Context: an optimization exercise on an open-source flow, tuned for small area, a short achievable clock period and few clock cycles. The choices shown serve that exercise and are no tape-out recipe. RTL that was checked went through simulation tests only; none was proved equivalent to the original. No activity file was given, so power comes from the tool's default toggle rates.

== main ==
==> module axil_slave_port, before the edit <==
module axil_slave_port (
  input  logic            clk_main_a0,
  input  logic            rst_main_n_sync,
  input  logic            awvalid,
  input  axil_pkg::addr_t awaddr,
  output logic            awready,
  input  logic            wvalid,
  input  axil_pkg::word_t wdata,
  input  logic [3:0]      wstrb,
  output logic            wready,
  output logic            bvalid,
  output axil_pkg::resp_t bresp,
  input  logic            bready,
  input  logic            arvalid,
  input  axil_pkg::addr_t araddr,
  output logic            arready,
  output logic            rvalid,
  output axil_pkg::word_t rdata,
  output axil_pkg::resp_t rresp,
  input  logic            rready,
  output logic            wr_done,
  output logic            wr_hit_now,
  output logic            wr_nz_now,
  output logic            data_wr,
  output axil_pkg::word_t data_wdata,
  output logic            data_rd,
  input  axil_pkg::word_t rd_word,
  input  logic            rd_hold
);
  logic aw_hs, w_hs, b_hs, ar_hs;
  logic aw_have, w_have;
  logic aw_hit, ar_hit;
  logic wr_hit_q;
  logic rd_cap;
  axil_pkg::word_t rd_value, rdata_held;
  logic wr_fire;
  axil_pkg::word_t wd_q;
  assign bresp = axil_pkg::RESP_OKAY;
  assign rresp = axil_pkg::RESP_OKAY;
  assign aw_hs   = awvalid && awready;
  assign w_hs    = wvalid && wready;
  assign b_hs    = bvalid && bready;
  assign aw_have = !awready || aw_hs;
  assign w_have  = !wready || w_hs;
  assign wr_done = aw_have && w_have && !bvalid;
  assign aw_hit     = (awaddr == axil_pkg::DATA_REG_ADDR);
  assign wr_hit_now = aw_hs ? aw_hit : wr_hit_q;
  assign wr_nz_now  = w_hs ? (wdata != '0) : (wd_q != '0);
  always_ff @(posedge clk_main_a0) begin
    if (!rst_main_n_sync) begin
      awready <= 1'b1;
      wready  <= 1'b1;
      bvalid  <= 1'b0;
      wr_fire <= 1'b0;
    end else begin
      awready <= b_hs || (awready && !aw_hs);
      wready  <= b_hs || (wready && !w_hs);
      bvalid  <= wr_done || (bvalid && !bready);
      wr_fire <= wr_done;
    end
  end
  always_ff @(posedge clk_main_a0) begin
    if (aw_hs) begin
      wr_hit_q <= aw_hit;
    end
    if (w_hs) begin
      wd_q <= wdata;
    end
  end
  assign data_wr    = wr_fire && wr_hit_q;
  assign data_wdata = wd_q;
  assign ar_hs   = arvalid && arready;
  assign ar_hit  = (araddr == axil_pkg::DATA_REG_ADDR);
  assign data_rd = ar_hs && ar_hit;
  always_ff @(posedge clk_main_a0) begin
    if (!rst_main_n_sync) begin
      arready <= 1'b1;
      rvalid  <= 1'b0;
      rd_cap  <= 1'b1;
    end else begin
      arready <= !(ar_hs || (rvalid && !rready) || rd_hold);
      rvalid  <= ar_hs || (rvalid && !rready);
      rd_cap  <= !(ar_hs || (rvalid && !rready));
    end
  end
  assign rd_value = ar_hit ? rd_word : axil_pkg::UNIMPL_VALUE;
  always_ff @(posedge clk_main_a0) begin
    rdata_held <= rd_cap ? rd_value : rdata;
    rdata      <= rd_cap ? rd_value : rdata_held;
  end
endmodule
clock: 13.0 ns
lec_check: 0
abc_clock_period_in_ps: 3800
cap_margin: 20
core_margin: 2
core_utilization: 50
cts_cluster_diameter: 100
cts_cluster_size: 25
slew_margin: 20
standard.sh (not shown) runs the stock make flow with config.mk's settings and CLKGATE_MAP_FILE= SYNTH_SCRIPT=/design/flow/synth_recipe.tcl, a recipe that flattens the netlist after the stock synthesis.
==> flow/flow/run.sh <==
#!/bin/bash
set -euo pipefail
bash standard.sh synth > synth.log 2>&1
bash standard.sh SETUP_SLACK_MARGIN=9.2 "BUFFER_PORTS_ARGS=-buffer_cell sky130_fd_sc_hd__buf_2" finish > layout.log 2>&1
Testbench counts of main, summed over its fixed seeds: cycles 34,751.
For the feature branch, these inputs were changed with respect to main:
--- a/flow/design.v
+++ b/flow/design.v
@@ -116,6 +116,8 @@
   assign rd_value = ar_hit ? rd_word : axil_pkg::UNIMPL_VALUE;
   always_ff @(posedge clk_main_a0) begin
-    rdata_held <= rd_cap ? rd_value : rdata;
-    rdata      <= rd_cap ? rd_value : rdata_held;
+    if (ar_hs) begin
+      rdata_held <= rd_value;
+    end
+    rdata <= rd_cap ? rd_value : rdata_held;
   end
 endmodule
--- outcome ---
- The feature branch: total wirelength of the detailed-routed design is 3.2% higher than what main reported.
- The feature branch ended up with u_axil_slave_port.rdata[28] as its launching instance or port of the critical path; main ended up with u_axil_slave_port.rdata[15].
- Of the feature branch and main, the run reporting the lower number of cells in the design after placement was main.
- Between the feature branch and main, it is the feature branch whose routed length per placed instance is higher, by about 2.7%.
- Compared with main, in the feature branch share of total power consumed by net switching comparable, area added between synthesis and finish now smaller, initial antenna violation count now smaller, register-to-register slack now smaller, design area comparable.
Testbench counts of the feature branch, summed over its fixed seeds: cycles 34,751.

---

Setup of old:
matvec_accel_top, a different RTL version from the one above (not shown whole).
Size: roughly 2600 flip-flops, ~150 I/O pins, ~110000 sq um of cells after synthesis.
==> module operand_loader, before the edit <==
module operand_loader (
  input  logic              clk_main_a0,
  input  logic              rst_main_n_sync,
  input  logic              data_wr,
  input  axil_pkg::word_t   data_wdata,
  input  logic              rotate,
  output logic              last_word,
  output logic              vec_wr,
  output logic              cnt_wr,
  output logic [matvec_pkg::LANES*matvec_pkg::DIM*matvec_pkg::ELEM_W-1:0] head,
  output logic [matvec_pkg::LANES*matvec_pkg::DIM*matvec_pkg::ELEM_W-1:0] tail
);
  localparam int RW = matvec_pkg::DIM * matvec_pkg::ELEM_W;
  localparam int D  = matvec_pkg::DEPTH;
  matvec_pkg::load_idx_t load_idx;
  logic mat_wr;
  assign last_word = (load_idx == matvec_pkg::load_idx_t'(matvec_pkg::LOAD_WORDS - 1));
  assign mat_wr    = data_wr && (load_idx < matvec_pkg::load_idx_t'(matvec_pkg::MAT_WORDS));
  assign vec_wr    = data_wr && !mat_wr && !last_word;
  assign cnt_wr    = data_wr && last_word;
  always_ff @(posedge clk_main_a0) begin
    if (!rst_main_n_sync) begin
      load_idx <= '0;
    end else if (data_wr) begin
      if (last_word) begin
        load_idx <= '0;
      end else begin
        load_idx <= load_idx + 1'b1;
      end
    end
  end
  for (genvar q = 0; q < matvec_pkg::LANES; q++) begin : g_ring
    logic [D*RW-1:0] ring;
    logic shift_in, ring_shift;
    assign shift_in   = mat_wr && (load_idx[2 +: $clog2(matvec_pkg::LANES)] == q);
    assign ring_shift = shift_in && (load_idx[1:0] == 2'd0)
                        && (load_idx[5:2+$clog2(matvec_pkg::LANES)] != '0);
    always_ff @(posedge clk_main_a0) begin
      if (rotate || ring_shift) begin
        ring[0 +: (D-1)*RW] <= ring[RW +: (D-1)*RW];
      end
      if (rotate) begin
        ring[(D-1)*RW +: RW] <= ring[0 +: RW];
      end else if (shift_in) begin
        ring[(D-1)*RW +: RW] <= {data_wdata, ring[(D-1)*RW+32 +: RW-32]};
      end
    end
    assign head[q*RW +: RW] = ring[0 +: RW];
    assign tail[q*RW +: RW] = ring[(D-1)*RW +: RW];
  end
endmodule
clock: 13.0 ns
lec_check: 0
cap_margin: 20
core_margin: 2
core_utilization: 40
slew_margin: 20
run.sh (not shown) runs the stock make flow with config.mk's settings and CLKGATE_MAP_FILE= SYNTH_SCRIPT=/design/flow/synth_recipe.tcl, a recipe that flattens the netlist after the stock synthesis.
Stock flow here: none of the scripts above is used.
old closes out successfully: all stages finished, all timing, DRC and antenna checks passed.
Inputs modified between old and new:
--- a/flow/design.v
+++ b/flow/design.v
@@ -5,4 +5,5 @@
   localparam int LANES  = 2;
   localparam int DEPTH  = DIM / LANES;
+  localparam int LANE_BITS = 1;
   typedef logic [ELEM_W-1:0]         elem_t;
   typedef logic [DIM*ELEM_W-1:0]     vec_t;
@@ -149,7 +150,7 @@
     logic [D*RW-1:0] ring;
     logic shift_in, ring_shift;
-    assign shift_in   = mat_wr && (load_idx[2 +: $clog2(matvec_pkg::LANES)] == q);
+    assign shift_in   = mat_wr && (load_idx[2 +: matvec_pkg::LANE_BITS] == q);
     assign ring_shift = shift_in && (load_idx[1:0] == 2'd0)
-                        && (load_idx[5:2+$clog2(matvec_pkg::LANES)] != '0);
+                        && (load_idx[5:2+matvec_pkg::LANE_BITS] != '0);
     always_ff @(posedge clk_main_a0) begin
       if (rotate || ring_shift) begin
==> comparison <==
new: all stages complete, timing, DRC and antenna checks passed. [compare] base=old new=new: power shows no meaningful change; routed wire length shows no meaningful change; post-layout minimum cycle time shows no meaningful change. Final instance area came out exactly the same in old and new. Re worst setup skew after layout: no difference whatsoever between new and old.
Testbench counts of new, summed over its fixed seeds: cycles 35,391.
No functional check of the RTL was part of old.

---

Another version of the RTL of matvec_accel_top (not shown whole).
For scale: about 7,500 cells after synthesis, ~0.10 mm2 of cells after synthesis.
==> flow/config.mk <==
export PLATFORM = sky130hd
export DESIGN_NAME = matvec_accel_top
export DESIGN_NICKNAME = matvec_accel_top
export VERILOG_FILES = /design/flow/design.v
export SDC_FILE = /design/flow/constraint.sdc
export NUM_CORES = 4
export LEC_CHECK = 0
export ABC_CLOCK_PERIOD_IN_PS = 3800
export CAP_MARGIN = 20
export CORE_MARGIN = 2
export CORE_UTILIZATION = 40
export CTS_CLUSTER_DIAMETER = 100
export CTS_CLUSTER_SIZE = 25
export SLEW_MARGIN = 20
==> flow/constraint.sdc <==
create_clock -name core_clock -period 13.0 [get_ports {clk_main_a0}]
set_input_delay 2.6000 -clock core_clock [delete_from_list [all_inputs] [get_ports {clk_main_a0}]]
set_output_delay 2.6000 -clock core_clock [all_outputs]
set_load 0.01 [all_outputs]
standard.sh (not shown) runs the stock make flow with config.mk's settings and CLKGATE_MAP_FILE= SYNTH_SCRIPT=/design/flow/synth_recipe.tcl, a recipe that flattens the netlist after the stock synthesis.
==> flow/flow/run.sh <==
#!/bin/bash
set -euo pipefail
bash standard.sh synth > synth.log 2>&1
bash standard.sh SETUP_SLACK_MARGIN=9.2 finish > layout.log 2>&1
Testbench counts at the start, summed over its fixed seeds: cycles 35,231.
Rerun with:
--- a/flow/design.v
+++ b/flow/design.v
@@ -107,47 +107,47 @@
       rvalid  <= 1'b0;
     end else begin
       arready <= !(ar_hs || (rvalid && !rready) || rd_hold);
       rvalid  <= ar_hs || (rvalid && !rready);
     end
   end
   assign rd_value = ar_hit ? rd_word : axil_pkg::UNIMPL_VALUE;
   always_ff @(posedge clk_main_a0) begin
-    if (ar_hs) begin
-      rdata_held <= rd_value;
-    end
-    rdata <= ar_hs ? rd_value : rdata_held;
+    rdata_held <= ar_hs ? rd_value : rdata;
+    rdata      <= ar_hs ? rd_value : rdata_held;
   end
 endmodule
 `default_nettype wire
 `default_nettype none
 module operand_loader (
   input  logic              clk_main_a0,
   input  logic              rst_main_n_sync,
   input  logic              data_wr,
   input  axil_pkg::word_t   data_wdata,
   output logic              last_word,
   output logic              vec_wr,
+  input  matvec_pkg::vec_t  vec,
   output logic              cnt_wr,
   output logic [3:0]        ph,
   output logic [3:0]        base_m1,
   output logic [matvec_pkg::LANES*matvec_pkg::DIM*matvec_pkg::ELEM_W-1:0] head,
   output logic [matvec_pkg::LANES*matvec_pkg::DIM*matvec_pkg::ELEM_W-1:0] tail
 );
   localparam int RW = matvec_pkg::DIM * matvec_pkg::ELEM_W;
   localparam int S  = matvec_pkg::SLOTS;
   localparam int LB = matvec_pkg::LANE_BITS;
   matvec_pkg::load_idx_t load_idx;
   logic mat_idx, vec_idx;
   logic vec_wr_q;
   assign last_word = (load_idx == matvec_pkg::load_idx_t'(matvec_pkg::LOAD_WORDS - 1));
   assign mat_idx   = (load_idx < matvec_pkg::load_idx_t'(matvec_pkg::MAT_WORDS));
   assign vec_idx   = !mat_idx && !last_word;
-  assign vec_wr    = vec_wr_q;
+  logic [matvec_pkg::LANES-1:0] stage_in_all;
+  assign vec_wr    = vec_wr_q || stage_in_all[0];
   assign cnt_wr    = data_wr && last_word;
   always_ff @(posedge clk_main_a0) begin
     if (!rst_main_n_sync) begin
       load_idx <= '0;
     end else if (data_wr) begin
       if (last_word) begin
         load_idx <= '0;
       end else begin
@@ -196,18 +196,25 @@
                       && (load_idx[1:0] == 2'd3);
         pend       <= (pend && !ins) || (stage_in && stage_last);
       end
     end
     always_ff @(posedge clk_main_a0) begin
       if (data_wr && (load_idx[2 +: LB] == q) && (load_idx[1:0] == 2'd3)) begin
         slot <= 4'((int'(base) + int'(load_idx[5:2+LB])) % S);
       end
-      if (stage_in) begin
-        stage <= {data_wdata, stage[RW-1:32]};
+    end
+    assign stage_in_all[q] = stage_in;
+    if (q == 0) begin : g_vec_stage
+      assign stage = vec;
+    end else begin : g_own_stage
+      always_ff @(posedge clk_main_a0) begin
+        if (stage_in) begin
+          stage <= {data_wdata, stage[RW-1:32]};
+        end
       end
     end
     assign ins = pend && (ph == slot);
     always_ff @(posedge clk_main_a0) begin
       ring[0 +: (S-1)*RW] <= ring[RW +: (S-1)*RW];
       ring[(S-1)*RW +: RW] <= ins ? stage : ring[0 +: RW];
     end
     assign head[q*RW +: RW] = ring[0 +: RW];
@@ -1191,16 +1198,17 @@
     .clk_main_a0     (clk_main_a0),
     .rst_main_n_sync (rst_main_n_sync),
     .data_wr         (data_wr),
     .data_wdata      (data_wdata),
     .ph              (ring_ph),
     .base_m1         (base_m1),
     .last_word       (last_word),
     .vec_wr          (vec_wr),
+    .vec             (x),
     .cnt_wr          (cnt_wr),
     .head            (head),
     .tail            (tail)
   );
   result_reader u_result_reader (
     .clk_main_a0     (clk_main_a0),
     .rst_main_n_sync (rst_main_n_sync),
     .data_rd         (data_rd),
The new run completed without violations.
Power shrinks by 3.3%.
Sequential share of layout area shrinks by 1.7 points.
Design area shrinks by 2.3%.
Setup slack improves by 0.11 ns.
Routed wire length shrinks by 5.9%.
Synthesized cell count grows by 3.3%.
Testbench counts after the change, summed over its fixed seeds: cycles 35,231.

## port drivers added, routing unchanged
How much do the figures lean on ideal ports? The routed layouts below were timed once more, with nothing changed but the port constraints.
Step 1 sets driving cells, clkbuf_16 on the clock port and buf_2 on the other inputs (assumed; they add their load-dependent delay and slew).
Step 2, shift: input delay + t, output delay - t, t = (earliest + latest rising clock arrival at the registers) / 2. This alone moves slack from input paths to output paths.
Three values: ideal ports, drivers, drivers and shift; two values: the first two.
run | t (ns) | setup slack, ns | worst hold slack (ns) | clock arrival spread, ns
main | 0.908 | 9.043 / 8.958 / 8.466 | 0.289 / 0.289 / 0.289 | 0.055 / 0.056
the feature branch | 0.903 | 9.023 / 8.936 / 8.496 | 0.315 / 0.315 / 0.315 | 0.059 / 0.059
old | 1.014 | 8.152 / 8.152 / 7.862 | 0.325 / 0.325 / 0.325 | 0.076 / 0.077
new | 1.014 | 8.152 / 8.152 / 7.862 | 0.325 / 0.325 / 0.325 | 0.076 / 0.077
the first run of note 3 | 0.929 | 8.840 / 8.752 / 8.318 | 0.284 / 0.284 / 0.284 | 0.078 / 0.078
the second run of note 3 | 0.952 | 8.947 / 8.947 / 8.303 | 0.299 / 0.299 / 0.299 | 0.053 / 0.053
After both steps setup and hold are still met in every run listed. For the second run of note 3, which loses most, drivers alone change the setup slack by 0.000 ns; drivers and shift together by -0.644 ns.
